Source: an optimization exercise on an open RTL-to-GDS flow (aim: small area, a short achievable clock period and few clock cycles). Production flows keep margins and buffers that such runs may drop.
The RTL was checked by simulation tests, not by an equivalence proof against the original design.

==> flow/design.v, too long to show whole: its modules and the start of the top module <==
// module brAdd: 7 lines
// module mulCsa: 1282 lines
// module armCpu: 216 lines
module armCpu (
	input  logic          clk,
	input  logic          reset,
	input  armPkg::word_t readData,
	output armPkg::word_t memAdr,
	output armPkg::word_t writeData,
	output logic          memWrite
);
  // ...
==> flow/flow/run.sh <==
#!/bin/bash
# The standard layout, with timing repair aiming for setup slack well above zero
# at the design's clock period (the constraints themselves are unchanged), and
# plain buffers on the ports.
set -euo pipefail
bash standard.sh SETUP_SLACK_MARGIN=10 "BUFFER_PORTS_ARGS=-buffer_cell sky130_fd_sc_hd__buf_4" finish > make_finish.log 2>&1
==> flow/standard.sh <==
#!/bin/bash
# synth_recipe.tcl (not shown) runs the flow's synth.tcl, then flattens the netlist and writes it again
# the make line also repeats each setting of config.mk as NAME=value (left out here)
make -C /OpenROAD-flow-scripts/flow DESIGN_CONFIG=/design/flow/config.mk WORK_HOME=/design/flow/orfs CLKGATE_MAP_FILE= SYNTH_SCRIPT=/design/flow/synth_recipe.tcl "${@:-finish}"
==> flow/config.mk <==
export PLATFORM = sky130hd
export DESIGN_NAME = armCpu
export DESIGN_NICKNAME = armCpu
export VERILOG_FILES = /design/flow/design.v
export SDC_FILE = /design/flow/constraint.sdc
export NUM_CORES = 4
export LEC_CHECK = 0
export CAP_MARGIN = 20
export CORE_MARGIN = 2
export CORE_UTILIZATION = 40
export SLEW_MARGIN = 20
export TNS_END_PERCENT = 5
==> flow/constraint.sdc <==
create_clock -name core_clock -period 15.0 [get_ports {clk}]
set_input_delay 3.0000 -clock core_clock [delete_from_list [all_inputs] [get_ports {clk}]]
set_output_delay 3.0000 -clock core_clock [all_outputs]
set_load 0.01 [all_outputs]
==> run summary, run 1 <==
status: complete, no violations
layout cell share with drive strength beyond 1: 15.9%
final std cells w/o fill: 8428
Rel. slew slack: 17.1%
HP Start: wIdx[3]$_DFFE_PP_
Post-Place Setup Slack: 7.09 ns
Worst Path Required: 15.42 ns
Slowest-stage cell, CP: inv_1
Fin. Hold Viols: 0
row cnt: 139
number of max-slew violations in the final report: 0
Final Cell Area: 68400 um2
sequential share of cell area: 31.5%
FF+latch count, synth: 726
uppermost layer routed: met5
CTS tree: built
top-count cell post-synth: edfxtp_1
leading cell types in the layout, fill and taps excluded: 678 x edfxtp_1, 551 x nand2_1, 540 x a21oi_1
Final Cycle Share: 37.3%
CP Buf/Inv Count: 4
Pre-Repair DR Iteration Count: 11
Core ar.: 143000 um2
Unique masters post-synth: 94
P&R area growth vs syn: 18.6%
cell count after synthesis: 6385
#MultiIn Comb: 4681
Post-synth EDFFs: 678
ClkCell Share: 3.54%
FF-to-FF path depth: 17
first-pass GRT wire length: 393 mm
post-CTS sizing: 412
PortBufs: 98
Skew-Pair Late Insertion Delay: 0.70 ns
metal3 WL: 41.5 mm
Initial Util: 40.2%
Commonest cells post-synth: 678 x edfxtp_1, 571 x nand2_1, 562 x a21oi_1
async set-or-reset flop fraction in the synthesized netlist: 5.92%
CP Max Fanout: 35
Testbench counts, summed over its fixed seeds: cycles 16,171.
==> module armCpu, before the edit <==
module armCpu (
	input  logic          clk,
	input  logic          reset,
	input  armPkg::word_t readData,
	output armPkg::word_t memAdr,
	output armPkg::word_t writeData,
	output logic          memWrite
);
	logic [31:0] pcF;         
	logic [31:0] brTarget;    
	logic        phExec;      
	logic        phLoad;      
	logic        phStore;     
	logic        phMul;       
	logic        memPh;       
	logic        condEx;      
	logic        takenR;      
	logic [3:0]  flags;       
	logic [3:0]  cond;
	logic [11:0] imm12;
	logic [3:0]  raIdx, rbIdx, wIdx;
	logic        dIsDp, dIsMul, dIsMem, dIsLoad, dIsBr;
	logic        dUseImm, dIsSub, dSetNZ, dSetCV;
	logic [1:0]  dLogicSel;
	logic [31:0] opA, opB;
	logic [31:0] adrReg;
	logic [31:0] wdReg;
	logic [3:0]  pendIdx;
	logic        pendSetNZ;
	logic [14:0][31:0] regFile;
	logic go, stallStart, fetchEn;
	assign go = phExec && condEx;
	assign stallStart = go && (dIsMem || dIsMul);
	assign fetchEn = !(phLoad || phStore || phMul);
	logic [31:0] fetchAdr, fetchAdr4, fetchAdr8;
	assign fetchAdr = takenR ? brTarget : pcF;
	assign fetchAdr4 = fetchAdr + 32'd4;
	assign fetchAdr8 = fetchAdr + 32'd8;    
	assign memAdr = takenR ? brTarget : (memPh ? adrReg : pcF);
	assign writeData = wdReg;
	logic [31:0] aluB, aluBx, sum, aluResult;
	logic [32:0] aluS;
	logic        zSum;
	logic [3:0]  aluFlags;
	assign aluB = dUseImm ? {20'b0, imm12} : opB;
	assign aluBx = dIsSub ? ~aluB : aluB;
	assign aluS = {1'b0, opA} + {1'b0, aluBx} + {32'b0, dIsSub};
	assign sum = aluS[31:0];
	assign zSum = ((opA ^ aluBx) == {opA[30:0] | aluBx[30:0], dIsSub});
	always_comb begin
		case (dLogicSel)
			2'b00: aluResult = aluS[31:0];
			2'b01: aluResult = opA & aluB;
			2'b10: aluResult = opA | aluB;
			default: aluResult = opA ^ aluB;
		endcase
	end
	assign aluFlags = {aluResult[31], (dLogicSel == 2'b00) ? zSum : (aluResult == 32'b0), aluS[32],
		(opA[31] ^ aluBx[31] ^ 1'b1) & (opA[31] ^ aluS[31])};
	logic [31:0] csSum, csCarry, product;
	logic        productZ;
	mulCsa mulCsa_inst (
		.a(opA),
		.b(opB),
		.y0(csSum),
		.y1(csCarry)
	);
	assign product = adrReg + wdReg;
	assign productZ = ((adrReg ^ wdReg) == {adrReg[30:0] | wdReg[30:0], 1'b0});
	logic        rfWe;
	logic [3:0]  rfWa;
	logic [31:0] rfWd;
	always_comb begin
		rfWe = go && dIsDp;
		rfWa = wIdx;
		rfWd = aluResult;
		if (phLoad) begin
			rfWe = 1'b1;
			rfWa = pendIdx;
			rfWd = readData;
		end else if (phMul) begin
			rfWe = 1'b1;
			rfWa = pendIdx;
			rfWd = product;
		end
	end
	always_ff @(posedge clk) begin
		for (int k = 0; k < 15; k++) begin
			if (rfWe && rfWa == 4'(k)) regFile[k] <= rfWd;
		end
	end
	logic [1:0]  fOp;
	logic        fIsMul, fIsMem;
	logic [3:0]  fRa, fRb;
	logic [15:0] fRaSel, fRbSel;
	logic [31:0] fRdA, fRdB;
	assign fOp = readData[27:26];
	assign fIsMul = (readData[27:25] == 3'b000) && readData[4];
	assign fIsMem = (fOp == 2'b01);
	assign fRa = fIsMul ? readData[11:8] : readData[19:16];
	assign fRb = fIsMem ? readData[15:12] : readData[3:0];
	assign fRaSel = 16'b1 << fRa;
	assign fRbSel = 16'b1 << fRb;
	always_comb begin
		fRdA = fetchAdr8 & {32{fRaSel[15]}};
		fRdB = fetchAdr8 & {32{fRbSel[15]}};
		for (int k = 0; k < 15; k++) begin
			fRdA = fRdA | (regFile[k] & {32{fRaSel[k]}});
			fRdB = fRdB | (regFile[k] & {32{fRbSel[k]}});
		end
	end
	logic eWrites;
	assign eWrites = go && dIsDp;
	logic [3:0] flagsN;
	always_comb begin
		flagsN = flags;
		if (go && dIsDp) begin
			if (dSetNZ) flagsN[3:2] = aluFlags[3:2];
			if (dSetCV) flagsN[1:0] = aluFlags[1:0];
		end
		if (phMul && pendSetNZ) flagsN[3:2] = {product[31], productZ};
	end
	function automatic logic condHolds(input logic [3:0] c, input logic [3:0] f);
		logic n, z, cf, v;
		{n, z, cf, v} = f;
		case (c)
			4'b0000: condHolds = z;
			4'b0001: condHolds = !z;
			4'b0010: condHolds = cf;
			4'b0011: condHolds = !cf;
			4'b0100: condHolds = n;
			4'b0101: condHolds = !n;
			4'b0110: condHolds = v;
			4'b0111: condHolds = !v;
			4'b1000: condHolds = cf && !z;
			4'b1001: condHolds = !(cf && !z);
			4'b1010: condHolds = n == v;
			4'b1011: condHolds = n != v;
			4'b1100: condHolds = !z && (n == v);
			4'b1101: condHolds = !(!z && (n == v));
			4'b1110: condHolds = 1'b1;
			default: condHolds = 1'b0;
		endcase
	endfunction
	logic phExecN, condN, isBrN;
	assign phExecN = (fetchEn && !stallStart) || phLoad || phStore || phMul;
	assign condN = condHolds(fetchEn ? readData[31:28] : cond, flagsN);
	assign isBrN = fetchEn ? (fOp == 2'b10) : dIsBr;
	logic [31:0] brNext;
	brAdd brAdd_inst (
		.base(fetchAdr8),
		.off(readData[23:0]),
		.target(brNext)
	);
	always_ff @(posedge clk or posedge reset) begin
		if (reset) begin
			pcF <= '0;
			phExec <= 1'b0;
			phLoad <= 1'b0;
			phStore <= 1'b0;
			phMul <= 1'b0;
			memPh <= 1'b0;
			condEx <= 1'b0;
			takenR <= 1'b0;
			flags <= '0;
			memWrite <= 1'b0;
		end else begin
			phExec <= phExecN;
			condEx <= condN;
			takenR <= phExecN && isBrN && condN;
			phLoad <= stallStart && dIsMem && dIsLoad;
			phStore <= stallStart && dIsMem && !dIsLoad;
			memWrite <= stallStart && dIsMem && !dIsLoad;
			memPh <= stallStart && dIsMem;
			phMul <= stallStart && dIsMul;
			if (fetchEn) pcF <= fetchAdr4;
			flags <= flagsN;
		end
	end
	always_ff @(posedge clk) begin
		if (fetchEn) begin
			cond <= readData[31:28];
			imm12 <= readData[11:0];
			raIdx <= fRa;
			rbIdx <= fRb;
			wIdx <= fIsMul ? readData[19:16] : readData[15:12];
			dIsMul <= fIsMul;
			dIsDp <= (fOp == 2'b00) && !fIsMul;
			dIsMem <= fIsMem;
			dIsLoad <= readData[20];
			dIsBr <= (fOp == 2'b10);
			dUseImm <= fIsMem || readData[25];
			dIsSub <= (fOp == 2'b00) && (readData[24:21] == 4'b0010);
			dSetNZ <= readData[20];
			dSetCV <= readData[20] && (readData[24:21] == 4'b0100 || readData[24:21] == 4'b0010);
			case (readData[24:21])
				4'b0000: dLogicSel <= (fOp == 2'b00) ? 2'b01 : 2'b00;
				4'b1100: dLogicSel <= (fOp == 2'b00) ? 2'b10 : 2'b00;
				4'b0001: dLogicSel <= (fOp == 2'b00) ? 2'b11 : 2'b00;
				default: dLogicSel <= 2'b00;
			endcase
			brTarget <= brNext;
			opA <= (eWrites && wIdx == fRa) ? aluResult : fRdA;
			opB <= (eWrites && wIdx == fRb) ? aluResult : fRdB;
		end else if (phLoad || phMul) begin
			if (raIdx == pendIdx) opA <= rfWd;
			if (rbIdx == pendIdx) opB <= rfWd;
		end
		if (stallStart) begin
			adrReg <= dIsMul ? csSum : sum;
			wdReg <= dIsMul ? csCarry : opB;
			pendIdx <= wIdx;
			pendSetNZ <= dSetNZ;
		end
	end
endmodule
==> inputs of run 2 (changes only) <==
--- a/flow/design.v
+++ b/flow/design.v
@@ -41,17 +41,17 @@
 );
 	logic [15:0] one, two, neg;
 	logic [32:0] bx;
 	assign bx = {b, 1'b0};
 	genvar gi;
 	generate for (gi = 0; gi < 16; gi++) begin : g_enc
 		assign one[gi] = bx[2*gi+1] ^ bx[2*gi];
 		assign two[gi] = (bx[2*gi+2] & ~bx[2*gi+1] & ~bx[2*gi]) | (~bx[2*gi+2] & bx[2*gi+1] & bx[2*gi]);
-		assign neg[gi] = bx[2*gi+2];
+		assign neg[gi] = bx[2*gi+2] & ~(bx[2*gi+1] & bx[2*gi]);
 	end endgenerate
 	logic pp0_0;
 	assign pp0_0 = ((one[0] & a[0]) | (two[0] & 1'b0)) ^ neg[0];
 	logic pp0_1;
 	assign pp0_1 = ((one[0] & a[1]) | (two[0] & a[0])) ^ neg[0];
 	logic pp0_2;
 	assign pp0_2 = ((one[0] & a[2]) | (two[0] & a[1])) ^ neg[0];
 	logic pp0_3;
@@ -1517,19 +1517,22 @@
 				4'b0000: dLogicSel <= (fOp == 2'b00) ? 2'b01 : 2'b00;
 				4'b1100: dLogicSel <= (fOp == 2'b00) ? 2'b10 : 2'b00;
 				4'b0001: dLogicSel <= (fOp == 2'b00) ? 2'b11 : 2'b00;
 				default: dLogicSel <= 2'b00;
 			endcase
 			brTarget <= brNext;
 			opA <= (eWrites && wIdx == fRa) ? aluResult : fRdA;
 			opB <= (eWrites && wIdx == fRb) ? aluResult : fRdB;
-		end else if (phLoad || phMul) begin
-			if (raIdx == pendIdx) opA <= rfWd;
-			if (rbIdx == pendIdx) opB <= rfWd;
+		end else if (phLoad) begin
+			if (raIdx == pendIdx) opA <= readData;
+			if (rbIdx == pendIdx) opB <= readData;
+		end else if (phMul) begin
+			if (raIdx == pendIdx) opA <= product;
+			if (rbIdx == pendIdx) opB <= product;
 		end
 		if (stallStart) begin
 			adrReg <= dIsMul ? csSum : sum;
 			wdReg <= dIsMul ? csCarry : opB;
 			pendIdx <= wIdx;
 			pendSetNZ <= dSetNZ;
 		end
 	end
==> run 2 against run 1 <==
  * Still clean
  * Cell area is 4.9% lower
  * Die area is 7.7% lower
  * Core utilization is 1.7 points higher
  * Register-to-register slack better by 0.15 ns
  * Global-route usage is 1.2 points lower
  * Setup slack better by 0.071 ns
  * First-iteration DRC count is 13% lower
  * Via count is 14% lower
  * Synthesized cell count is 18% lower
  * Critical endpoint is now opB[30]$_DFFE_PP_
  * Largest cell class unchanged
==> run summary, run 2 <==
Starting DRT DRC Count: 9436
Final Cycle Share: 36.8% (-0.48 points)
CTS tree: built
Initial Util: 40.4% (+0.17 points)
post-synthesis adder-cell area fraction: 13.3%
async set-or-reset flop fraction in the synthesized netlist: 5.92% (unchanged)
crit path launch type: primary input
Synth top area share: 38.3%
post-route ant nets: 0
DR vias: 48700
largest area contributor in the netlist: edfxtp_1
leading cell types in the layout, fill and taps excluded: 678 x edfxtp_1, 463 x a22oi_1, 394 x nand2_1
hold buffers post-CTS: 0
FF-to-FF path depth: 20 (+3)
Largest Register: regFile
Synth Area in Simple Gates: 9.76%
fin util: 49.4%
# H-tree levels: 3
Worst R2R Start: dUseImm$_DFFE_PP_
most common cell after layout, fill and taps aside: edfxtp_1
FF/Latch Area: 21500 um2
compound-gate portion of the synthesized area: 19.1%
Die W: 369 um
Final Cell Area: 65000 um2 (-4.9%)
Post-Synth XOR/XNOR Area: 8.25%
Max Clk Rate: 181 MHz
Commonest cells post-synth: 678 x edfxtp_1, 484 x a22oi_1, 415 x nand2_1
TritonCTS buffer count: 78
clock root cell: clkbuf_16
Multi-input gate area: 31100 um2
largest cells by area after synthesis: edfxtp_1 38%, fa_1 7.1%, a22oi_1 6.8%
final WL: 253 mm
Core ar.: 132000 um2 (-8.1%)
Hold Path Class: reg -> reg
Warnings, synthesis: 1
clock skew: 0.0402 ns
Overflow after GRT: 0
largest family of logic cells by synthesized area: compound AO/OA/AOI/OAI gates
Arr. time, crit path: 5.91 ns
RSZ-0062 raised after global routing: true
number of max-slew violations in the final report: 0 (unchanged)
Pre-Repair DR Iteration Count: 10 (-1)
GRT Resource Usage Total: 35.9%
P&R area growth vs syn: 22.3%
reg2reg setup slack: 9.56 ns
Setup crit end: opB[30]$_DFFE_PP_
Fin. Hold Viols: 0 (unchanged)
Skew-Pair Late Insertion Delay: 0.70 ns (about the same)
Setup crit end kind: flip-flop
setup TNS: 0 ns
first-pass GRT wire length: 348 mm (-11%)
DIE AREA: 136000 um2
FF+latch count, synth: 726 (unchanged)
Post-synth EDFFs: 678 (unchanged)
cell count after synthesis: 5204 (-18%)
clk sinks: 726
Vias/cell: 6.67
Worst Setup SP: readData[27]
Fillers: 11700
row cnt: 133 (-4.3%)
top-count cell post-synth: edfxtp_1
R2R Path End: takenR$_DFF_PP0_
placed cell area: 56600 um2
CP Max Fanout: 32 (-8.6%)
critical path class: in -> reg
Unique masters post-synth: 86 (-8.5%)
sequential fraction of the synthesis area: 40.5%
io pins: 99
Worst Tran Pin Value: 1.33 ns
Setup violations, final: 0
layout cell share with drive strength beyond 1: 19.7% (+3.7 points)
mapped cell area: 53200 um2
Placer Congestion: 0.974
minimum clock period after layout: 5.52 ns
Die Ht: 369 um
Final nets: 5952
initial antenna violation count: 21
status: complete, no violations
clock tree buffer depth: 3
vias in the first global route: 45900
Rel. slew slack: 10.6% (-6.4 points)
max FFs per register: 480
largest net degree at the start of global routing: 66
synthesized area per cell: 10.2 um2
post-DP HPWL: 162 mm
Worst Path Required: 15.39 ns (-0.03 ns)
Post-Syn Nets: 5690
number of max-cap violations: 0
routed len/inst: 34.7 um
prevailing post-synth register cell: edfxtp_1
PortBufs: 98 (unchanged)
Clk pin slew, worst setup/hold paths: 0.06 ns
post-synthesis mux area share: 3.74%
residual DRC count: 0
## run 2: changes by cell type after synthesis, moves of 135 or more
cell	delta
a21oi_1	-287
nor2_1	-285
o21ai_0	-243
o22ai_1	-194
nand2_1	-156
clkbuf_1	-137
a22oi_1	+135
## run 2: how the worst min path moves through the flow
stage                            startpoint                    to  cells past startpoint
after global routing          dIsBr$_DFF_P_         dIsBr$_DFF_P_                      2
final                     wIdx[3]$_DFFE_PP_  pendIdx[3]$_DFFE_PP_                      0
after floorplan               dIsBr$_DFF_P_         dIsBr$_DFF_P_                      2
after CTS                 wIdx[3]$_DFFE_PP_  pendIdx[3]$_DFFE_PP_                      0
after global placement        dIsBr$_DFF_P_         dIsBr$_DFF_P_                      2
after detailed placement  wIdx[3]$_DFFE_PP_  pendIdx[3]$_DFFE_PP_                      0
## run 2: cells by family after synthesis
group / Yosys count
adder cells (fa/ha/maj): 452
XOR/XNOR: 501
buffers and inverters: 756
AO/OA/AOI/OAI: 1488
AND/OR/NAND/NOR: 1104
flip-flops: 726
multiplexers: 177
## run 2: metrics by stage
stage	setup WS, ns	cells	hold slack [ns]
finish	9.48	7294	0.504
global route	9.43	7289	0.537
CTS	9.62	7240	0.496
detailed placement	7.02	6860	0.485
global placement	7.08	6860	0.470
floorplan	9.31	5204	0.434
## run 2: timing repair
action / in CTS / in global routing
cloned: 34 / 4
pin swaps: 150 / 79
resized for setup: 441 / 159
setup buffers: 202 / 41
hold endpoints to repair: 0 / 0
endpoints found under the setup margin: 391 / 372
## run 2: metal layers
| metal | vias up | GRT usage, % | part of all wire [%] |
|---|---|---|---|
| met5 | - | 0.178 | 0.20 |
| met4 | 32 | 22.0 | 8.2 |
| met3 | 1201 | 14.7 | 16 |
| met2 | 4320 | 50.5 | 40 |
| met1 | 23500 | 45.7 | 36 |
| li1 | 19600 | - | - |
## run 2: critical path, stage by stage
cell	delay, ns
buf_8	0.10
nand2b_4	0.25
mux2i_4	0.25
buf_4	0.17
buf_4	0.13
xnor2_1	0.25
nor3_4	0.11
nand3_1	0.13
buf_6	0.42
nand4_1	0.37
o32ai_1	0.51
o21ai_0	0.17
## run 2: final cells by class
class / instances / share of cell area [%]
antenna: 9 / 0.0346
clock buffer: 93 / 3.17
clock inverter: 51 / 1.00
inverter: 391 / 2.36
multi-input combinational: 3725 / 47.8
sequential: 726 / 33.1
tap: 1755 / 3.38
timing repair buffer: 544 / 9.13
Testbench counts of run 2, summed over its fixed seeds: cycles 16,171.
==> inputs of run 3 (changes only) <==
--- a/flow/config.mk
+++ b/flow/config.mk
@@ -8,5 +8,7 @@
 export CAP_MARGIN = 20
 export CORE_MARGIN = 2
 export CORE_UTILIZATION = 40
+export CTS_BUF_LIST = sky130_fd_sc_hd__clkbuf_8
+export CTS_CLUSTER_SIZE = 20
 export SLEW_MARGIN = 20
 export TNS_END_PERCENT = 5
==> run 3 against run 2 <==
  * Setup slack worse by 0.027 ns
  * Final cell count is 0.19% lower
  * Sequential share of layout area is 1.0 points higher
  * Synthesized cell count stayed put
  * Critical path depth stayed put
  * Global-route usage is 0.46 points lower
==> run summary, run 3 <==
status: complete, no violations
DR vias: 48200 (-0.87%)
clock skew: 0.0537 ns (+0.0136 ns)
Skew-Pair Late Insertion Delay: 0.89 ns (+0.19 ns)
setup TNS: 0 ns (unchanged)
top-count cell post-synth: edfxtp_1
Core ar.: 132000 um2 (unchanged)
RSZ-0062 raised after global routing: true
Fillers: 12000 (+2.3%)
Die W: 369 um (unchanged)
Slowest-stage cell, CP: o21ai_0
initial antenna violation count: 20 (-4.8%)
clock tree buffer depth: 3 (unchanged)
row cnt: 133 (unchanged)
Synth top area share: 38.3% (unchanged)
Warnings, synthesis: 1 (unchanged)
crit-path cells: buf_8, nand2b_4, mux2i_4, nand2_1, nor2_4, buf_4, a22oi_1, nand4_1, a21oi_1, nand4_1, o21ai_0, o21ai_0
prevailing post-synth register cell: edfxtp_1
Placer Congestion: 0.974 (unchanged)
layout cell share with drive strength beyond 1: 18.0% (-1.7 points)
clk sinks: 726 (unchanged)
largest cells by area after synthesis: edfxtp_1 38%, fa_1 7.1%, a22oi_1 6.8%
Post-Syn Nets: 5690 (unchanged)
CTS tree: built
Arr. time, crit path: 6.09 ns (+0.18 ns)
Hold Path Class: reg -> reg
Largest Register: regFile
fin util: 47.9% (-1.5 points)
io pins: 99 (unchanged)
FF/Latch Area: 21500 um2 (unchanged)
Setup crit end kind: flip-flop
Starting DRT DRC Count: 8978 (-4.9%)
Rel. slew slack: 15.0% (+4.4 points)
most common cell after layout, fill and taps aside: edfxtp_1
number of max-cap violations: 0 (unchanged)
Commonest cells post-synth: 678 x edfxtp_1, 484 x a22oi_1, 415 x nand2_1
routed len/inst: 33.9 um (-2.2%)
largest area contributor in the netlist: edfxtp_1
leading cell types in the layout, fill and taps excluded: 678 x edfxtp_1, 479 x a22oi_1, 410 x inv_1
Worst Path Required: 15.54 ns (+0.15 ns)
TritonCTS buffer count: 117 (+50%)
Max Clk Rate: 180 MHz (-0.49%)
P&R area growth vs syn: 18.7%
clock root cell: clkbuf_8
Worst Tran Pin Value: 1.27 ns (-0.0609 ns)
Clk pin slew, worst setup/hold paths: 0.07 ns (about the same)
minimum clock period after layout: 5.54 ns (+0.0270 ns)
final WL: 247 mm (-2.4%)
Unique masters post-synth: 86 (unchanged)
post-route ant nets: 0 (unchanged)
GRT Resource Usage Total: 35.4% (-0.46 points)
Initial Util: 40.4% (unchanged)
CP Max Fanout: 32 (unchanged)
cell count after synthesis: 5204 (unchanged)
vias in the first global route: 45700 (-0.38%)
FF+latch count, synth: 726 (unchanged)
mapped cell area: 53200 um2 (unchanged)
PortBufs: 98 (unchanged)
first-pass GRT wire length: 344 mm (-1.2%)
DIE AREA: 136000 um2 (unchanged)
# H-tree levels: 3 (unchanged)
synthesized area per cell: 10.2 um2 (unchanged)
async set-or-reset flop fraction in the synthesized netlist: 5.92% (unchanged)
crit path launch type: primary input
Fin. Hold Viols: 0 (unchanged)
residual DRC count: 0 (unchanged)
Setup violations, final: 0 (unchanged)
Post-synth EDFFs: 678 (unchanged)
Overflow after GRT: 0 (unchanged)
Crit path largest cell delay: 0.67 ns (+0.16 ns)
max FFs per register: 480 (unchanged)
Final nets: 5896 (-0.94%)
sequential fraction of the synthesis area: 40.5% (unchanged)
largest net degree at the start of global routing: 66 (unchanged)
number of max-slew violations in the final report: 0 (unchanged)
Pre-Repair DR Iteration Count: 12 (+2)
Vias/cell: 6.63 (-0.68%)
Multi-input gate area: 30700 um2 (-1.1%)
critical path class: in -> reg
Final Cycle Share: 37.0% (+0.18 points)
Die Ht: 369 um (unchanged)
post-DP HPWL: 162 mm (unchanged)
[run 3: cell counts after synthesis]
Identical to the previous run, type by type.
[run 3: cell type report]
type | count | share of cell area, %
sequential | 726 | 34.1
clock buffer | 127 | 2.77
inverter | 391 | 2.40
clock inverter | 92 | 1.13
timing repair buffer | 450 | 7.31
multi-input combinational | 3724 | 48.7
antenna | 15 | 0.0595
tap | 1755 | 3.48
[run 3: worst paths after layout]
| kind | from | endpoint | slack [ns] | cells past startpoint |
|---|---|---|---|---|
| setup / recovery | readData[27] | opB[13]$_DFFE_PP_ | 9.46 | 12 |
| hold / removal | wIdx[3]$_DFFE_PP_ | pendIdx[3]$_DFFE_PP_ | 0.50 | 0 |
| hold reg to reg | wIdx[3]$_DFFE_PP_ | pendIdx[3]$_DFFE_PP_ | 0.50 | 0 |
| setup reg to reg | opB[11]$_DFFE_PP_ | wdReg[31]$_DFFE_PP_ | 9.58 | 20 |
| min in group asynchronous | reset | takenR$_DFF_PP0_ | 2.34 | 3 |
| max in group asynchronous | reset | phLoad$_DFF_PP0_ | 12.10 | 3 |
[run 3: worst max-delay path: cells and delay by family]
kind | cells | cell delay [ns]
multiplexers | 1 | 0.35
AND/OR/NAND/NOR | 5 | 1.04
AO/OA/AOI/OAI | 4 | 1.01
buffers and inverters | 2 | 0.66
[run 3: timing repair]
item / CTS / global route
endpoints found under the setup margin: 388 / 371
gates resized for setup: 364 / 76
pin swaps: 94 / 30
buffers inserted: 141 / 18
hold buffers: 0 / 0
gates cloned: 27 / 0
[run 3: cell families after synthesis]
family	count (synthesis)	share of synthesized area, %
muxes	177	3.74
adders and majority gates	452	13.3
and+or+nand+nor	1104	9.76
xor gates and xnor gates	501	8.25
DFF	726	40.5
buffers and inverters	756	5.36
AOI/OAI and AO/OA	1488	19.1
[run 3: through the flow]
stage | worst slack (ns) | instances | hold WS [ns] | instance area (um2)
after floorplan | 9.31 | 5204 | 0.434 | 53400
after global placement | 7.08 | 6860 | 0.470 | 56600
after detailed placement | 7.02 | 6860 | 0.485 | 56600
after CTS | 9.65 | 7247 | 0.499 | 62500
after global routing | 9.43 | 7267 | 0.539 | 63100
final | 9.46 | 7280 | 0.500 | 63100
[run 3: routing by layer]
metal / vias to the layer above / routed length [um] / GRT usage, % / share of wire [%]
li1: 19500 / - / - / -
met1: 23400 / 90200 / 45.2 / 37
met2: 4255 / 101000 / 50.1 / 41
met3: 1050 / 37600 / 14.2 / 15
met4: 10 / 18200 / 21.3 / 7.4
met5: - / 243 / 0.962 / 0.098
==> inputs of run 4 (changes only) <==
--- a/flow/config.mk
+++ b/flow/config.mk
@@ -7,8 +7,9 @@
 export LEC_CHECK = 0
 export CAP_MARGIN = 20
 export CORE_MARGIN = 2
-export CORE_UTILIZATION = 40
+export CORE_UTILIZATION = 60
 export CTS_BUF_LIST = sky130_fd_sc_hd__clkbuf_8
 export CTS_CLUSTER_SIZE = 20
 export SLEW_MARGIN = 20
+export SYNTH_HIERARCHICAL = 1
 export TNS_END_PERCENT = 5
==> run 4 against run 3 <==
  * Cell area rose by 0.27%
  * Synthesized cell count is 3.9% higher
  * Maximum frequency up 1.4%
  * Non-clock buffer count down 25
  * Die area decreased by 31%
  * Core utilization grew 22 points
  * Register-to-register slack about the same
  * Global-route usage grew 14 points
  * Critical path type unchanged
  * Largest cell class unchanged
  * Highest routed layer unchanged
==> run summary, run 4 <==
Vias/cell: 7.33 (+11%)
largest net degree at the start of global routing: 69 (+4.5%)
Final nets: 5991 (+1.6%)
clock root cell: clkbuf_8
cell count after synthesis: 5405 (+3.9%)
top-count cell post-synth: edfxtp_1
mapped cell area: 54900 um2 (+3.3%)
residual DRC count: 0 (unchanged)
clock tree buffer depth: 3 (unchanged)
Final Cycle Share: 36.4% (-0.51 points)
vias in the first global route: 46800 (+2.4%)
TritonCTS buffer count: 117 (unchanged)
Max Clk Rate: 183 MHz (+1.4%)
CP Max Fanout: 32 (unchanged)
Die W: 306 um (-17%)
leading cell types in the layout, fill and taps excluded: 678 x edfxtp_1, 510 x a22oi_1, 440 x inv_1
Initial Util: 60.8% (+20 points)
Fillers: 6826 (-43%)
Post-Syn Nets: 5891 (+3.5%)
final WL: 238 mm (-3.6%)
crit-path cells: buf_4, nand2b_4, nand2_1, a21boi_4, inv_1, nand2_2, nor2_4, buf_4, a222oi_1, nand3_1, a2111oi_0, o21ai_0
Hold Path Class: reg -> reg
largest area contributor in the netlist: edfxtp_1
DIE AREA: 93900 um2 (-31%)
PortBufs: 98 (unchanged)
post-DP HPWL: 154 mm (-4.6%)
Rel. slew slack: 16.6% (+1.6 points)
Clk pin slew, worst setup/hold paths: 0.06 ns (about the same)
Setup violations, final: 0 (unchanged)
# H-tree levels: 3 (unchanged)
Top cell by count, worst path: buf_4
Worst Tran Pin Value: 1.25 ns (-0.0193 ns)
sequential fraction of the synthesis area: 39.2% (-1.3 points)
minimum clock period after layout: 5.47 ns (-0.0768 ns)
Commonest cells post-synth: 678 x edfxtp_1, 520 x a22oi_1, 417 x inv_1
clock skew: 0.0722 ns (+0.0185 ns)
Setup crit end kind: flip-flop
io pins: 99 (unchanged)
hold buffers post-CTS: 0 (unchanged)
crit path launch type: primary input
async set-or-reset flop fraction in the synthesized netlist: 5.92% (unchanged)
prevailing post-synth register cell: edfxtp_1
routed len/inst: 35.1 um (+3.5%)
CTS tree: built
setup TNS: 0 ns (unchanged)
Die Ht: 306 um (-17%)
Unique masters post-synth: 102 (+19%)
P&R area growth vs syn: 15.3%
Synth top area share: 37.1% (-1.2 points)
max FFs per register: 480 (unchanged)
Arr. time, crit path: 6.01 ns (-0.08 ns)
Warnings, synthesis: 7 (+6)
status: complete, no violations
Largest Register: regFile
Post-synth EDFFs: 678 (unchanged)
Crit path largest cell delay: 0.84 ns (+0.17 ns)
FF+latch count, synth: 726 (unchanged)
Overflow after GRT: 0 (unchanged)
most common cell after layout, fill and taps aside: edfxtp_1
clk sinks: 726 (unchanged)
number of max-slew violations in the final report: 0 (unchanged)
post-route ant nets: 0 (unchanged)
RSZ-0062 raised after global routing: true
Placer Congestion: 1.02 (+5.0%)
Slowest-stage cell, CP: a2111oi_0
critical path class: in -> reg
DR vias: 49700 (+3.0%)
Worst Path Required: 15.54 ns (about the same)
initial antenna violation count: 20 (unchanged)
largest cells by area after synthesis: edfxtp_1 37%, a22oi_1 7.1%, fa_1 6.9%
layout cell share with drive strength beyond 1: 17.7% (-0.28 points)
Core ar.: 90300 um2 (-31%)
number of max-cap violations: 0 (unchanged)
Starting DRT DRC Count: 9327 (+3.9%)
Skew-Pair Late Insertion Delay: 0.85 ns (-0.04 ns)
Fin. Hold Viols: 0 (unchanged)
synthesized area per cell: 10.2 um2 (-0.57%)
first-pass GRT wire length: 334 mm (-2.9%)
Pre-Repair DR Iteration Count: 12 (unchanged)
row cnt: 110 (-17%)
GRT Resource Usage Total: 49.7% (+14 points)
[run 4: cell count changes in the layout (fill, tap and decap cells not counted), sizes merged, moves of 24 or more]
| cell | delta |
|---|---|
| a22o | +32 |
| nand2 | -24 |
| a22oi | +36 |
| nor2 | -37 |
| inv | +25 |
| xnor2 | +45 |
[run 4: routing by layer]
layer  GRT usage, %  wire length, um
met1           61.6            80700
met4           37.3            22400
met2           70.6            97100
met3           18.3            37700
met5              0              155
[run 4: cell families (layout without fill, tap and decap cells)]
group / Yosys count / count (layout) / share of synthesized area, %
fa+ha+maj: 452 / 452 / 12.9
compound gates: 1594 / 1594 / 20.1
xor+xnor: 532 / 532 / 8.62
buf+inv: 868 / 1061 / 6.54
flops: 726 / 726 / 39.2
simple gates: 1069 / 1069 / 9.33
other cells: 1 / 10 / 0.00683
mux: 163 / 163 / 3.28
[run 4: per-stage QoR]
step / util (%) / instances / instance area (um2) / hold WS (ns) / worst slack [ns]
floorplan: - / 5405 / 55500 / 0.424 / 9.49
global placement: 63.2 / 6392 / 57000 / 0.454 / 7.45
detailed placement: 63.2 / 6393 / 57100 / 0.476 / 8.09
CTS: 69.5 / 6738 / 62700 / 0.492 / 9.70
global route: 70.1 / 6778 / 63300 / 0.542 / 9.48
finish: 70.1 / 6783 / 63300 / 0.514 / 9.53
[run 4: path summary, 6_finish.rpt]
check | from | endpoint | slack, ns | cells past startpoint
max in group asynchronous | reset | takenR$_DFF_PP0_ | 12.06 | 3
hold reg to reg | pcF[14]$_DFFE_PP0P_ | pcF[14]$_DFFE_PP0P_ | 0.51 | 2
hold / removal | pcF[14]$_DFFE_PP0P_ | pcF[14]$_DFFE_PP0P_ | 0.51 | 2
min in group asynchronous | reset | pcF[19]$_DFFE_PP0P_ | 2.36 | 3
setup / recovery | readData[27] | opB[26]$_DFFE_PP_ | 9.53 | 12
setup reg to reg | opB[1]$_DFFE_PP_ | wdReg[20]$_DFFE_PP_ | 9.58 | 13
[run 4: critical path, delay by kind of cell]
kind / cells / cell delay, ns
AO/OA/AOI/OAI: 4 / 1.71
AND/OR/NAND/NOR: 5 / 0.66
buffers and inverters: 3 / 0.59
[run 4: area by class of cell]
cell class	count	area, um2	area share (%)
Sequential cell	726	21500	34.0
Multi-Input combinational cell	3811	31900	50.4
Tap cell	1176	1470	2.33
Antenna cell	9	22.5	0.0356
Inverter	423	1640	2.59
Timing Repair Buffer	425	4270	6.74
Clock inverter	90	733	1.16
Clock buffer	122	1680	2.65
Timing Repair inverter	1	8.76	0.0138
[run 4: Yosys stat by module (local to each module, per instance)]
module / flops+latches / copies in the design / cells inside
brAdd: 0 / 1 / 223
mulCsa: 0 / 1 / 1288
armCpu: 726 / 1 / 3894
[run 4: repair_timing]
item / CTS / global route
gates resized for setup: 361 / 42
setup endpoints to repair: 342 / 269
pin swaps: 62 / 29
buffers inserted: 112 / 33
endpoints found under the hold margin: 0 / 0
cloned: 21 / 2
==> inputs of run 5 (changes only) <==
--- a/flow/config.mk
+++ b/flow/config.mk
@@ -7,7 +7,7 @@
 export LEC_CHECK = 0
 export CAP_MARGIN = 20
 export CORE_MARGIN = 2
-export CORE_UTILIZATION = 60
+export CORE_UTILIZATION = 40
 export CTS_BUF_LIST = sky130_fd_sc_hd__clkbuf_8
 export CTS_CLUSTER_SIZE = 20
 export SLEW_MARGIN = 20
==> run 5 against run 4 <==
  * Still clean
  * Register-to-register slack better by 0.15 ns
  * Routed wire length up 7.0%
  * Maximum frequency up 3.8%
  * Critical path type unchanged
  * Critical endpoint is now opA[25]$_DFFE_PP_
  * Largest cell class unchanged
==> run summary, run 5 <==
Post-Syn Nets: 5891 (unchanged)
top-count cell post-synth: edfxtp_1
Fin. Hold Viols: 0 (unchanged)
fin util: 48.0% (-22 points)
PortBufs: 98 (unchanged)
post-route ant nets: 0 (unchanged)
Clk pin slew, worst setup/hold paths: 0.06 ns (about the same)
Arr. time, crit path: 5.88 ns (-0.13 ns)
Commonest cells post-synth: 678 x edfxtp_1, 520 x a22oi_1, 417 x inv_1
Initial Util: 40.4% (-20 points)
max FFs per register: 480 (unchanged)
synthesized area per cell: 10.2 um2 (unchanged)
prevailing post-synth register cell: edfxtp_1
Rel. slew slack: 11.7% (-4.9 points)
async set-or-reset flop fraction in the synthesized netlist: 5.92% (unchanged)
layout cell share with drive strength beyond 1: 19.3% (+1.6 points)
P&R area growth vs syn: 18.9%
Final nets: 6058 (+1.1%)
Vias/cell: 6.68 (-8.8%)
leading cell types in the layout, fill and taps excluded: 678 x edfxtp_1, 503 x a22oi_1, 441 x inv_1
Die Ht: 374 um (+22%)
clock tree buffer depth: 3 (unchanged)
Die W: 374 um (+22%)
Final Cycle Share: 35.1% (-1.3 points)
Worst Path Required: 15.61 ns (+0.07 ns)
final std cells w/o fill: 7456 (+9.9%)
GRT Resource Usage Total: 35.0% (-15 points)
reg2reg setup slack: 9.73 ns (+0.15 ns)
minimum clock period after layout: 5.27 ns (-0.198 ns)
Overflow after GRT: 0 (unchanged)
worst hold slack: 0.515 ns (+0.000895 ns)
met2 WL: 103 mm (+6.4%)
cell count after synthesis: 5405 (unchanged)
mapped cell area: 54900 um2 (unchanged)
DP Cell Count: 7012 (+9.7%)
Worst Tran Pin Value: 1.31 ns (+0.0623 ns)
status: complete, no violations
number of max-cap violations: 0 (unchanged)
Post-synth EDFFs: 678 (unchanged)
Setup crit end kind: flip-flop
DR vias: 49800 (+0.26%)
Largest Register: regFile
Synth top area share: 37.1% (unchanged)
post-DP HPWL: 164 mm (+6.4%)
met1 wire length: 93.5 mm (+16%)
# H-tree levels: 3 (unchanged)
clock root cell: clkbuf_8
critical path class: in -> reg
metal3 WL: 37.8 mm (+0.18%)
number of max-slew violations in the final report: 0 (unchanged)
initial antenna violation count: 13 (-35%)
Starting DRT DRC Count: 9454 (+1.4%)
Max Clk Rate: 190 MHz (+3.8%)
Slowest-stage cell, CP: a2111oi_1
FF+latch count, synth: 726 (unchanged)
DIE AREA: 140000 um2 (+49%)
Crit path largest cell delay: 0.48 ns (-0.36 ns)
Pre-Repair DR Iteration Count: 10 (-2)
Core ar.: 136000 um2 (+50%)
sequential fraction of the synthesis area: 39.2% (unchanged)
vias in the first global route: 47200 (+0.72%)
setup TNS: 0 ns (unchanged)
routed len/inst: 34.2 um (-2.6%)
Warnings, synthesis: 7 (unchanged)
largest area contributor in the netlist: edfxtp_1
row cnt: 135 (+23%)
clock skew: 0.0760 ns (+0.00383 ns)
CTS tree: built
first-pass GRT wire length: 353 mm (+5.8%)
Setup violations, final: 0 (unchanged)
uppermost layer routed: met5
Unique masters post-synth: 102 (unchanged)
TritonCTS buffer count: 119 (+1.7%)
clk sinks: 726 (unchanged)
final WL: 255 mm (+7.0%)
most common cell after layout, fill and taps aside: edfxtp_1
CP Max Fanout: 25 (-22%)
Hold Path Class: reg -> reg
crit path launch type: primary input
largest cells by area after synthesis: edfxtp_1 37%, a22oi_1 7.1%, fa_1 6.9%
RSZ-0062 raised after global routing: true
Placer Congestion: 0.998 (-2.4%)
io pins: 99 (unchanged)
crit-path cells: buf_8, or2_4, nor3b_4, buf_6, mux2i_4, buf_12, xnor2_1, nor3_4, nand3_4, buf_8, o21ai_1, a2111oi_1, a21oi_1, o21ai_1, nand2_1
residual DRC count: 0 (unchanged)
largest net degree at the start of global routing: 100 (+45%)
Skew-Pair Late Insertion Delay: 0.87 ns (+0.02 ns)
run 5: kinds of logic after synthesis:
group           synth area share [%]
xor+xnor                        8.62
flops                           39.2
compound gates                  20.1
simple gates                    9.33
buf+inv                         6.54
mux                             3.28
other cells                  0.00683
fa+ha+maj                       12.9
run 5: worst paths after layout:
kind,end,start,cells past startpoint
setup / recovery,opA[25]$_DFFE_PP_,readData[27],15
hold / removal,dIsBr$_DFF_P_,dIsBr$_DFF_P_,2
setup reg to reg,wdReg[31]$_DFFE_PP_,opB[21]$_DFFE_PP_,19
hold reg to reg,dIsBr$_DFF_P_,dIsBr$_DFF_P_,2
max in group asynchronous,phLoad$_DFF_PP0_,reset,3
min in group asynchronous,pcF[6]$_DFFE_PP0P_,reset,3
run 5: cell type report:
class,count,area (um2)
tap,1781,2230
fill,12400,70600
antenna,3,7.51
inverter,423,1650
sequential,726,21500
clock inverter,97,694
clock buffer,124,1710
timing repair buffer,489,5150
multi-input combinational,3812,32300
timing repair inverter,1,16.3
run 5: timing repair:
item | in CTS | in global routing
setup buffers | 159 | 34
cloned | 24 | 3
hold buffers | 0 | 0
hold endpoints to repair | 0 | 0
gates resized for setup | 429 | 117
pin swaps | 80 | 43
setup endpoints to repair | 340 | 247
run 5: critical path: cells and delay by family:
| family | cells | cell delay [ns] |
|---|---|---|
| AO/OA/AOI/OAI | 4 | 0.82 |
| multiplexers | 1 | 0.28 |
| XOR/XNOR | 1 | 0.19 |
| buffers and inverters | 4 | 0.76 |
| AND/OR/NAND/NOR | 5 | 0.80 |
run 5: per-module statistics from Yosys (local to each module, per instance):
module / flops+latches / copies in the design
mulCsa: 0 / 1
armCpu: 726 / 1
brAdd: 0 / 1
run 5: metrics by stage:
| stage | instance area [um2] | worst slack, ns |
|---|---|---|
| 6_report | 65200 | 9.73 |
| 2_1_floorplan | 55500 | 9.49 |
| 5_1_grt | 65200 | 9.64 |
| 3_3_place_gp | 57900 | 7.54 |
| 4_1_cts | 64300 | 9.78 |
| 3_5_place_dp | 57900 | 7.78 |
run 5: layer usage:
| metal | GRT usage, % | vias to the layer above |
|---|---|---|
| li1 | - | 20200 |
| met4 | 21.9 | 8 |
| met1 | 45.5 | 24100 |
| met3 | 12.1 | 1113 |
| met5 | 0 | - |
| met2 | 49.7 | 4444 |
==> inputs of run 6 (changes only) <==
--- a/flow/config.mk
+++ b/flow/config.mk
@@ -12,4 +12,4 @@
 export CTS_CLUSTER_SIZE = 20
 export SLEW_MARGIN = 20
 export SYNTH_HIERARCHICAL = 1
-export TNS_END_PERCENT = 5
+export TNS_END_PERCENT = 15
==> run 6 against run 5 <==
  * Cell area decreased by 0.76%
  * Still clean on timing, DRC and antenna
  * Critical endpoint is now opB[11]$_DFFE_PP_
  * Global-route usage grew 0.40 points
  * Setup slack worse by 0.37 ns
==> run summary, run 6 <==
Fillers: 12400 (+0.45%)
post-route ant nets: 0 (unchanged)
max FFs per register: 480 (unchanged)
Core ar.: 136000 um2 (unchanged)
setup TNS: 0 ns (unchanged)
leading cell types in the layout, fill and taps excluded: 678 x edfxtp_1, 503 x a22oi_1, 437 x inv_1
crit path launch type: primary input
Initial Util: 40.4% (unchanged)
Clk pin slew, worst setup/hold paths: 0.07 ns (about the same)
largest net degree at the start of global routing: 82 (-18%)
async set-or-reset flop fraction in the synthesized netlist: 5.92% (unchanged)
layout cell share with drive strength beyond 1: 18.7% (-0.62 points)
CP Max Fanout: 17 (-32%)
initial antenna violation count: 21 (+8)
TritonCTS buffer count: 114 (-4.2%)
RSZ-0062 raised after global routing: true
Rel. slew slack: 19.3% (+7.6 points)
Placer Congestion: 1.01 (+0.96%)
largest cells by area after synthesis: edfxtp_1 37%, a22oi_1 7.1%, fa_1 6.9%
Largest Register: regFile
Commonest cells post-synth: 678 x edfxtp_1, 520 x a22oi_1, 417 x inv_1
largest area contributor in the netlist: edfxtp_1
CP Buf/Inv Count: 3 (-1)
Skew-Pair Late Insertion Delay: 0.90 ns (+0.03 ns)
row cnt: 135 (unchanged)
cell count after synthesis: 5405 (unchanged)
number of max-cap violations: 0 (unchanged)
prevailing post-synth register cell: edfxtp_1
Setup violations, final: 0 (unchanged)
Starting DRT DRC Count: 8925 (-5.6%)
io pins: 99 (unchanged)
most common cell after layout, fill and taps aside: edfxtp_1
Hold Path Class: reg -> reg
number of max-slew violations in the final report: 0 (unchanged)
Worst Tran Pin Value: 1.20 ns (-0.113 ns)
PortBufs: 98 (unchanged)
Pre-Repair DR Iteration Count: 10 (unchanged)
crit-path cells: buf_8, nand2b_4, mux2i_4, buf_4, nand2_2, nor2_4, buf_4, a222oi_1, nand4_1, o21ai_0, o21ai_0
mapped cell area: 54900 um2 (unchanged)
Setup crit end kind: flip-flop
sequential fraction of the synthesis area: 39.2% (unchanged)
Max Clk Rate: 177 MHz (-6.5%)
CTS tree: built
Fin. Hold Viols: 0 (unchanged)
first-pass GRT wire length: 355 mm (+0.69%)
final WL: 255 mm (about the same)
Synth top area share: 37.1% (unchanged)
residual DRC count: 0 (unchanged)
Die Ht: 374 um (unchanged)
clock root cell: clkbuf_8
CP top delay family: simple AND/OR/NAND/NOR gates
Vias/cell: 6.66 (-0.32%)
minimum clock period after layout: 5.64 ns (+0.368 ns)
P&R area growth vs syn: 17.9%
vias in the first global route: 47000 (-0.44%)
Worst Path Required: 15.50 ns (-0.11 ns)
DIE AREA: 140000 um2 (unchanged)
Post-synth EDFFs: 678 (unchanged)
Die W: 374 um (unchanged)
FF+latch count, synth: 726 (unchanged)
Arr. time, crit path: 6.14 ns (+0.26 ns)
top-count cell post-synth: edfxtp_1
synthesized area per cell: 10.2 um2 (unchanged)
routed len/inst: 34.2 um (about the same)
critical path class: in -> reg
placed cell area: 58000 um2 (about the same)
Final nets: 6060 (+0.033%)
Post-Syn Nets: 5891 (unchanged)
# H-tree levels: 3 (unchanged)
Final Cell Area: 64800 um2 (-0.76%)
status: complete, no violations
clock tree buffer depth: 3 (unchanged)
Slowest-stage cell, CP: nor2_4
Final Cycle Share: 37.6% (+2.5 points)
Crit path largest cell delay: 0.65 ns (+0.17 ns)
final std cells w/o fill: 7463 (+0.094%)
GRT Resource Usage Total: 35.4% (+0.40 points)
DP Cell Count: 7016 (+0.057%)
Warnings, synthesis: 7 (unchanged)
clk sinks: 726 (unchanged)
Overflow after GRT: 0 (unchanged)
DR vias: 49700 (-0.23%)
clock skew: 0.111 ns (+0.0348 ns)
post-DP HPWL: 166 mm (+1.3%)
Unique masters post-synth: 102 (unchanged)
-- run 6: metrics by stage --
stage	setup slack [ns]	hold WS, ns	util (%)
6_report	9.36	0.492	47.7
5_1_grt	9.31	0.531	47.7
4_1_cts	9.56	0.479	47.5
3_5_place_dp	7.68	0.465	42.7
3_3_place_gp	7.03	0.457	42.7
2_1_floorplan	9.49	0.424	-
-- run 6: layout make-up --
type / instances / area (um2) / area share, %
Timing Repair Buffer: 497 / 5190 / 8.02
Tap cell: 1781 / 2230 / 3.44
Sequential cell: 726 / 21500 / 33.3
Multi-Input combinational cell: 3811 / 31700 / 49.0
Clock buffer: 116 / 1600 / 2.47
Antenna cell: 13 / 32.5 / 0.0502
Inverter: 423 / 1660 / 2.56
Clock inverter: 95 / 773 / 1.19
Timing Repair inverter: 1 / 16.3 / 0.0251
-- run 6: path summary, 6_finish.rpt --
| check | startpoint | end | slack (ns) | depth (start not counted) |
|---|---|---|---|---|
| setup reg to reg | opB[20]$_DFFE_PP_ | wdReg[31]$_DFFE_PP_ | 9.42 | 16 |
| min in group asynchronous | reset | pcF[6]$_DFFE_PP0P_ | 2.34 | 3 |
| hold reg to reg | dIsBr$_DFF_P_ | dIsBr$_DFF_P_ | 0.49 | 2 |
| setup / recovery | readData[27] | opB[11]$_DFFE_PP_ | 9.36 | 11 |
| hold / removal | dIsBr$_DFF_P_ | dIsBr$_DFF_P_ | 0.49 | 2 |
| max in group asynchronous | reset | phStore$_DFF_PP0_ | 12.07 | 3 |
-- run 6: Yosys stat by module, one instance, submodules excluded --
module,cells inside,area (um2),copies in the design,flops+latches
mulCsa,1288,11300,1,0
armCpu,3894,42100,1,726
brAdd,223,1590,1,0
-- run 6: worst register-to-register path, cell delays in order, from the launching register on --
cell and delay [ns]:
edfxtp_1 0.68, ha_2 0.71, a22oi_1 0.17, xor2_1 0.21, fa_1 0.57, inv_1 0.07
fa_1 0.53, inv_1 0.05, fa_2 0.36, fa_2 0.41, xnor2_2 0.16, xnor2_2 0.17
xnor2_2 0.30, xnor2_2 0.16, xnor2_1 0.14, xnor3_1 0.28, mux2_4 0.29
-- run 6: kinds of logic (layout without fill, tap and decap cells) --
kind of cell | Yosys count | in the layout | synth area share, %
buffers and inverters | 868 | 1132 | 6.54
flip-flops | 726 | 726 | 39.2
other | 1 | 14 | 0.00683
AO/OA/AOI/OAI | 1594 | 1594 | 20.1
AND/OR/NAND/NOR | 1069 | 1069 | 9.33
adder cells (fa/ha/maj) | 452 | 452 | 12.9
XOR/XNOR | 532 | 532 | 8.62
multiplexers | 163 | 163 | 3.28
-- run 6: repair_timing --
item / CTS / global route
cloned: 30 / 0
gates resized for setup: 394 / 17
hold buffers: 0 / 0
pin swaps: 93 / 15
buffers inserted: 186 / 6
endpoints found under the setup margin: 340 / 296
-- run 6: layer usage --
layer	up-vias	part of all wire, %	GRT usage (%)
li1	20200	-	-
met1	24100	36	45.5
met2	4314	41	50.6
met3	1128	15	12.3
met4	14	7.7	22.6
met5	-	0.053	0
==> inputs of run 7 (changes only) <==
--- a/flow/config.mk
+++ b/flow/config.mk
@@ -8,8 +8,8 @@
 export CAP_MARGIN = 20
 export CORE_MARGIN = 2
 export CORE_UTILIZATION = 40
-export CTS_BUF_LIST = sky130_fd_sc_hd__clkbuf_8
+export CTS_BUF_LIST = sky130_fd_sc_hd__clkbuf_4
 export CTS_CLUSTER_SIZE = 20
 export SLEW_MARGIN = 20
 export SYNTH_HIERARCHICAL = 1
-export TNS_END_PERCENT = 15
+export TNS_END_PERCENT = 5
==> run 7 against run 6 <==
  * Global-route usage decreased by 1.5 points
  * Synthesized area is the same
  * Routed wire length down 2.2%
  * Highest routed layer unchanged
  * Synthesized cell count unchanged
  * Still clean on timing, DRC and antenna
==> run summary, run 7 <==
residual DRC count: 0 (unchanged)
Min-Delay Path Depth: 2 (unchanged)
prevailing post-synth register cell: edfxtp_1
Worst R2R Start: opB[6]$_DFFE_PP_
Fin. Hold Viols: 0 (unchanged)
largest net degree at the start of global routing: 100 (+22%)
vias in the first global route: 46600 (-0.84%)
top-count cell post-synth: edfxtp_1
post-route ant nets: 0 (unchanged)
status: complete, no violations
layout cell share with drive strength beyond 1: 19.1% (+0.38 points)
Starting DRT DRC Count: 8889 (-0.40%)
Synth top area share: 37.1% (unchanged)
mapped cell area: 54900 um2 (unchanged)
Setup crit end: memAdr[17]
Initial Util: 40.4% (unchanged)
Rel. slew slack: 10.9% (-8.4 points)
Clk pin slew, worst setup/hold paths: 0.06 ns (about the same)
synthesized area per cell: 10.2 um2 (unchanged)
async set-or-reset flop fraction in the synthesized netlist: 5.92% (unchanged)
FF+latch count, synth: 726 (unchanged)
reg2reg setup slack: 9.59 ns (+0.17 ns)
io pins: 99 (unchanged)
CP Max Fanout: 3 (-14)
RSZ-0062 raised after global routing: true
post-DP HPWL: 164 mm (-1.3%)
P&R area growth vs syn: 15.9%
DP Cell Count: 7012 (-0.057%)
clock root cell: clkbuf_4
Final Cell Area: 63600 um2 (-1.7%)
Setup violations, final: 0 (unchanged)
row cnt: 135 (unchanged)
Hold Path Class: reg -> reg
clock tree buffer depth: 3 (unchanged)
Worst Setup SP: adrReg[17]$_DFFE_PP_
Pre-Repair DR Iteration Count: 9 (-1)
Arr. time, crit path: 2.52 ns (-3.62 ns)
Max Clk Rate: 181 MHz (+2.1%)
Worst Path Required: 12.00 ns (-3.50 ns)
Placer Congestion: 0.998 (-0.95%)
Largest Register: regFile
fin util: 46.9% (-0.82 points)
Final Cycle Share: 36.8% (-0.77 points)
Die Ht: 374 um (unchanged)
DIE AREA: 140000 um2 (unchanged)
FF-to-FF path depth: 19 (+3)
FF/Latch Area: 21500 um2 (about the same)
DR vias: 49600 (-0.25%)
largest area contributor in the netlist: edfxtp_1
routed len/inst: 33.2 um (-2.9%)
Final nets: 6061 (+0.017%)
Warnings, synthesis: 7 (unchanged)
final WL: 249 mm (-2.2%)
leading cell types in the layout, fill and taps excluded: 678 x edfxtp_1, 506 x a22oi_1, 410 x inv_1
Post-synth EDFFs: 678 (unchanged)
Multi-input gate area: 31600 um2 (-0.43%)
crit path launch type: flip-flop
cell count after synthesis: 5405 (unchanged)
Setup crit end kind: output port
GRT Resource Usage Total: 34.0% (-1.5 points)
Skew-Pair Late Insertion Delay: 1.23 ns (+0.33 ns)
first-pass GRT wire length: 343 mm (-3.5%)
Core ar.: 136000 um2 (unchanged)
final std cells w/o fill: 7512 (+0.66%)
CTS tree: built
clk sinks: 726 (unchanged)
number of max-cap violations: 0 (unchanged)
Commonest cells post-synth: 678 x edfxtp_1, 520 x a22oi_1, 417 x inv_1
TritonCTS buffer count: 186 (+63%)
minimum clock period after layout: 5.52 ns (-0.116 ns)
Overflow after GRT: 0 (unchanged)
sequential fraction of the synthesis area: 39.2% (unchanged)
critical path class: reg -> out
most common cell after layout, fill and taps aside: edfxtp_1
max FFs per register: 480 (unchanged)
Die W: 374 um (unchanged)
Vias/cell: 6.60 (-0.90%)
Worst Tran Pin Value: 1.32 ns (+0.124 ns)
# H-tree levels: 4 (+1)
largest cells by area after synthesis: edfxtp_1 37%, a22oi_1 7.1%, fa_1 6.9%
Fillers: 12600 (+1.7%)
Post-Syn Nets: 5891 (unchanged)
R2R Path End: wdReg[31]$_DFFE_PP_
initial antenna violation count: 20 (-4.8%)
PortBufs: 98 (unchanged)
placed cell area: 57900 um2 (about the same)
number of max-slew violations in the final report: 0 (unchanged)
clock skew: 0.121 ns (+0.0106 ns)
Unique masters post-synth: 102 (unchanged)
setup TNS: 0 ns (unchanged)
## run 7: cell counts after synthesis
Identical to the previous run, type by type.
## run 7: stage by stage
stage	setup slack, ns	hold slack (ns)
finish	9.48	0.495
global route	9.44	0.530
CTS	9.45	0.495
detailed placement	7.78	0.481
global placement	7.54	0.455
floorplan	9.49	0.424
## run 7: timing repair
item | in CTS | in global routing
pin swaps | 21 | 27
resized for setup | 202 | 181
buffers inserted | 59 | 76
endpoints found under the setup margin | 327 | 310
hold buffers | 0 | 0
cloned | 10 | 11
## run 7: worst max-delay path, cell delays in order (launching register included)
cell	delay, ns
edfxtp_1	0.66
mux2i_1	0.17
o21ai_2	0.28
buf_4	0.18
## run 7: layer usage
layer / up-vias / track usage, % / share of wire, %
met5: - / 0 / 0.026
met4: 10 / 19.4 / 6.8
met3: 1064 / 11.6 / 15
met2: 4265 / 48.6 / 41
met1: 24000 / 44.6 / 37
li1: 20300 / - / -
## run 7: how the worst min path moves through the flow
| stage | startpoint | endpoint | slack, ns |
|---|---|---|---|
| after floorplan | wIdx[0]$_DFFE_PP_ | pendIdx[0]$_DFFE_PP_ | 0.42 |
| after global placement | dIsBr$_DFF_P_ | dIsBr$_DFF_P_ | 0.46 |
| after detailed placement | dIsBr$_DFF_P_ | dIsBr$_DFF_P_ | 0.48 |
| after CTS | dIsBr$_DFF_P_ | dIsBr$_DFF_P_ | 0.49 |
| after global routing | dIsBr$_DFF_P_ | dIsBr$_DFF_P_ | 0.53 |
| final | dIsBr$_DFF_P_ | dIsBr$_DFF_P_ | 0.50 |
## run 7: final cells by class
type,count,area share [%]
Inverter,423,2.61
Timing Repair Buffer,424,6.67
Clock inverter,57,0.517
Tap cell,1781,3.50
Multi-Input combinational cell,3813,49.6
Antenna cell,22,0.0865
Sequential cell,726,33.9
Timing Repair inverter,1,0.0177
Clock buffer,265,3.13
## run 7: modules after synthesis, one instance, submodules excluded
module / area (um2) / cells / flops+latches / times used
mulCsa: 11300 / 1288 / 0 / 1
brAdd: 1590 / 223 / 0 / 1
armCpu: 42100 / 3894 / 726 / 1
## run 7: cells by family after synthesis
family	share of synthesized area, %
AOI/OAI and AO/OA	20.1
xor gates and xnor gates	8.62
adders and majority gates	12.9
buffers and inverters	6.54
DFF	39.2
muxes	3.28
other	0.00683
and+or+nand+nor	9.33
==> inputs of run 8 (changes only) <==
==> flow/flow/run.sh (replaced) <==
#!/bin/bash
# The standard layout, with timing repair aiming for setup slack well above zero
# at the design's clock period (the constraints themselves are unchanged), and
# plain buffers on the ports.
set -euo pipefail
bash standard.sh SETUP_SLACK_MARGIN=11 "BUFFER_PORTS_ARGS=-buffer_cell sky130_fd_sc_hd__buf_4" finish > make_finish.log 2>&1
--- a/flow/config.mk
+++ b/flow/config.mk
@@ -8,7 +8,7 @@
 export CAP_MARGIN = 20
 export CORE_MARGIN = 2
 export CORE_UTILIZATION = 40
-export CTS_BUF_LIST = sky130_fd_sc_hd__clkbuf_4
+export CTS_BUF_LIST = sky130_fd_sc_hd__clkbuf_8
 export CTS_CLUSTER_SIZE = 20
 export SLEW_MARGIN = 20
 export SYNTH_HIERARCHICAL = 1
==> run 8 against run 7 <==
  * Maximum frequency rose by 2.8%
  * Worst hold slack improved by 0.0019 ns
  * Largest cell class unchanged
  * Highest routed layer unchanged
  * Cell area rose by 5.3%
  * Core utilization rose by 2.5 points
==> run summary, run 8 <==
setup TNS: 0 ns (unchanged)
GRT Resource Usage Total: 35.5% (+1.6 points)
clk sinks: 726 (unchanged)
number of max-cap violations: 0 (unchanged)
Placer Congestion: 1.01 (+0.75%)
CTS tree: built
reg2reg setup slack: 9.68 ns (+0.09 ns)
Final Cycle Share: 35.8% (-0.99 points)
final WL: 256 mm (+2.8%)
Overflow after GRT: 0 (unchanged)
Max Clk Rate: 186 MHz (+2.8%)
io pins: 99 (unchanged)
mapped cell area: 54900 um2 (unchanged)
routed len/inst: 33.9 um (+2.3%)
CP Buf/Inv Count: 3 (+2)
largest cells by area after synthesis: edfxtp_1 37%, a22oi_1 7.1%, fa_1 6.9%
minimum clock period after layout: 5.37 ns (-0.148 ns)
fin util: 49.3% (+2.5 points)
Hold Path Class: reg -> reg
clock root cell: clkbuf_8
most common cell after layout, fill and taps aside: edfxtp_1
Worst Tran Pin Value: 1.18 ns (-0.147 ns)
Skew-Pair Late Insertion Delay: 0.91 ns (-0.32 ns)
TritonCTS buffer count: 117 (-37%)
DIE AREA: 140000 um2 (unchanged)
Worst Path Required: 15.57 ns (+3.57 ns)
Rel. slew slack: 21.4% (+11 points)
worst hold slack: 0.497 ns (+0.00193 ns)
Setup violations, final: 0 (unchanged)
sequential fraction of the synthesis area: 39.2% (unchanged)
first-pass GRT wire length: 358 mm (+4.4%)
clock tree buffer depth: 3 (unchanged)
Die W: 374 um (unchanged)
prevailing post-synth register cell: edfxtp_1
largest net degree at the start of global routing: 72 (-28%)
Slowest-stage cell, CP: a211oi_1
largest area contributor in the netlist: edfxtp_1
async set-or-reset flop fraction in the synthesized netlist: 5.92% (unchanged)
Initial Util: 40.4% (unchanged)
row cnt: 135 (unchanged)
cell count after synthesis: 5405 (unchanged)
CP Max Fanout: 31 (+28)
Commonest cells post-synth: 678 x edfxtp_1, 520 x a22oi_1, 417 x inv_1
vias in the first global route: 48200 (+3.5%)
Starting DRT DRC Count: 9722 (+9.4%)
Fin. Hold Viols: 0 (unchanged)
Arr. time, crit path: 5.95 ns (+3.43 ns)
layout cell share with drive strength beyond 1: 22.2% (+3.2 points)
status: complete, no violations
synthesized area per cell: 10.2 um2 (unchanged)
number of max-slew violations in the final report: 0 (unchanged)
PortBufs: 98 (unchanged)
Final nets: 6142 (+1.3%)
CP top delay family: compound AO/OA/AOI/OAI gates
P&R area growth vs syn: 22.0%
Largest Register: regFile
FF+latch count, synth: 726 (unchanged)
Warnings, synthesis: 7 (unchanged)
crit path launch type: primary input
post-DP HPWL: 164 mm (+0.12%)
Clk pin slew, worst setup/hold paths: 0.08 ns (+0.02 ns)
Core ar.: 136000 um2 (unchanged)
residual DRC count: 0 (unchanged)
Synth top area share: 37.1% (unchanged)
Unique masters post-synth: 102 (unchanged)
clock skew: 0.0655 ns (-0.0560 ns)
RSZ-0062 raised after global routing: true
Final Cell Area: 67000 um2 (+5.3%)
Die Ht: 374 um (unchanged)
==> run 8: metrics by stage <==
stage,instances,worst slack [ns]
floorplan,5405,9.49
global placement,7005,7.64
detailed placement,7005,7.59
CTS,7530,9.75
global route,7544,9.59
finish,7551,9.63
==> run 8: final cells by class <==
cell class	count	area, um2
fill	12300	68800
multi-input combinational	3812	32900
sequential	726	21500
timing repair buffer	575	6110
tap	1781	2230
clock buffer	131	1800
inverter	423	1650
clock inverter	91	722
antenna	11	27.5
timing repair inverter	1	16.3
==> run 8: modules after synthesis (local to each module, per instance) <==
module,flops+latches,copies in the design,cells inside,cell area [um2]
brAdd,0,1,223,1590
armCpu,726,1,3894,42100
mulCsa,0,1,1288,11300
==> run 8: logic make-up after synthesis <==
kind of cell,synth area share (%)
adder cells (fa/ha/maj),12.9
flip-flops,39.2
AND/OR/NAND/NOR,9.33
other,0.00683
XOR/XNOR,8.62
buffers and inverters,6.54
AO/OA/AOI/OAI,20.1
multiplexers,3.28
==> run 8: per-layer routing <==
metal / share of wire [%] / vias up / track usage, %
li1: - / 20400 / -
met1: 35 / 24300 / 44.1
met2: 40 / 4511 / 49.5
met3: 16 / 1346 / 15.1
met4: 8.9 / 14 / 24.9
met5: 0.037 / - / 0
==> run 8: worst paths after layout <==
check / from / end / cells past startpoint
min in group asynchronous: reset / pcF[28]$_DFFE_PP0P_ / 3
setup / recovery: readData[27] / opB[12]$_DFFE_PP_ / 11
max in group asynchronous: reset / takenR$_DFF_PP0_ / 3
hold / removal: dIsBr$_DFF_P_ / dIsBr$_DFF_P_ / 2
hold reg to reg: dIsBr$_DFF_P_ / dIsBr$_DFF_P_ / 2
setup reg to reg: opB[14]$_DFFE_PP_ / wdReg[31]$_DFFE_PP_ / 17
==> run 8: what timing repair did <==
action	4_1_cts	5_1_grt
hold buffers	0	0
endpoints found under the hold margin	0	0
setup buffers	265	8
resized for setup	632	54
gates cloned	38	1
setup endpoints to repair	648	635
pin swaps	168	24
==> run 8: worst min-delay path, stage by stage (launching register included) <==
cell	delay [ns]
dfxtp_1	0.32
nand2_1	0.04
o21ai_0	0.10

==> re-timing with driven ports <==
Ports are ideal in the flow. The routed layouts listed here were re-timed in OpenROAD.
Step 1, drivers: a clkbuf_16 drives clk and a buf_2 each remaining input, both assumed.
Step 2 moves the port delays by t, midway between the first and last clock arrival at a register: inputs arrive t later, outputs are due t later. That takes back most of the time a late clock gives input paths.
Slacks: no drivers / after step 1 / after step 2; pairs: no drivers / after step 1.
| run | t, ns | slack for setup (ns) | hold slack, ns | clock arrival spread, ns | pins driven straight from the clock port |
|---|---|---|---|---|---|
| run 1 | 0.750 | 9.412 / 9.274 / 8.524 | 0.492 / 0.492 / 0.492 | 0.057 / 0.057 | 1 |
| run 2 | 0.759 | 9.483 / 9.493 / 8.760 | 0.504 / 0.504 / 0.504 | 0.040 / 0.040 | 1 |
| run 3 | 0.943 | 9.456 / 9.482 / 8.539 | 0.500 / 0.500 / 0.500 | 0.054 / 0.054 | 1 |
| run 4 | 0.889 | 9.533 / 9.571 / 8.682 | 0.514 / 0.514 / 0.514 | 0.072 / 0.072 | 1 |
| run 5 | 0.903 | 9.731 / 9.618 / 8.714 | 0.515 / 0.515 / 0.515 | 0.077 / 0.077 | 1 |
| run 6 | 0.916 | 9.362 / 9.188 / 8.272 | 0.492 / 0.492 / 0.492 | 0.111 / 0.111 | 1 |
| run 7 | 1.242 | 9.478 / 9.406 / 8.380 | 0.495 / 0.495 / 0.495 | 0.121 / 0.122 | 1 |
| run 8 | 0.947 | 9.626 / 9.450 / 8.503 | 0.497 / 0.497 / 0.497 | 0.066 / 0.066 | 1 |
After both steps every run listed still meets setup and hold. The setup slack of run 8, which loses most, moves by -0.176 ns with the drivers and by -1.123 ns with both steps.
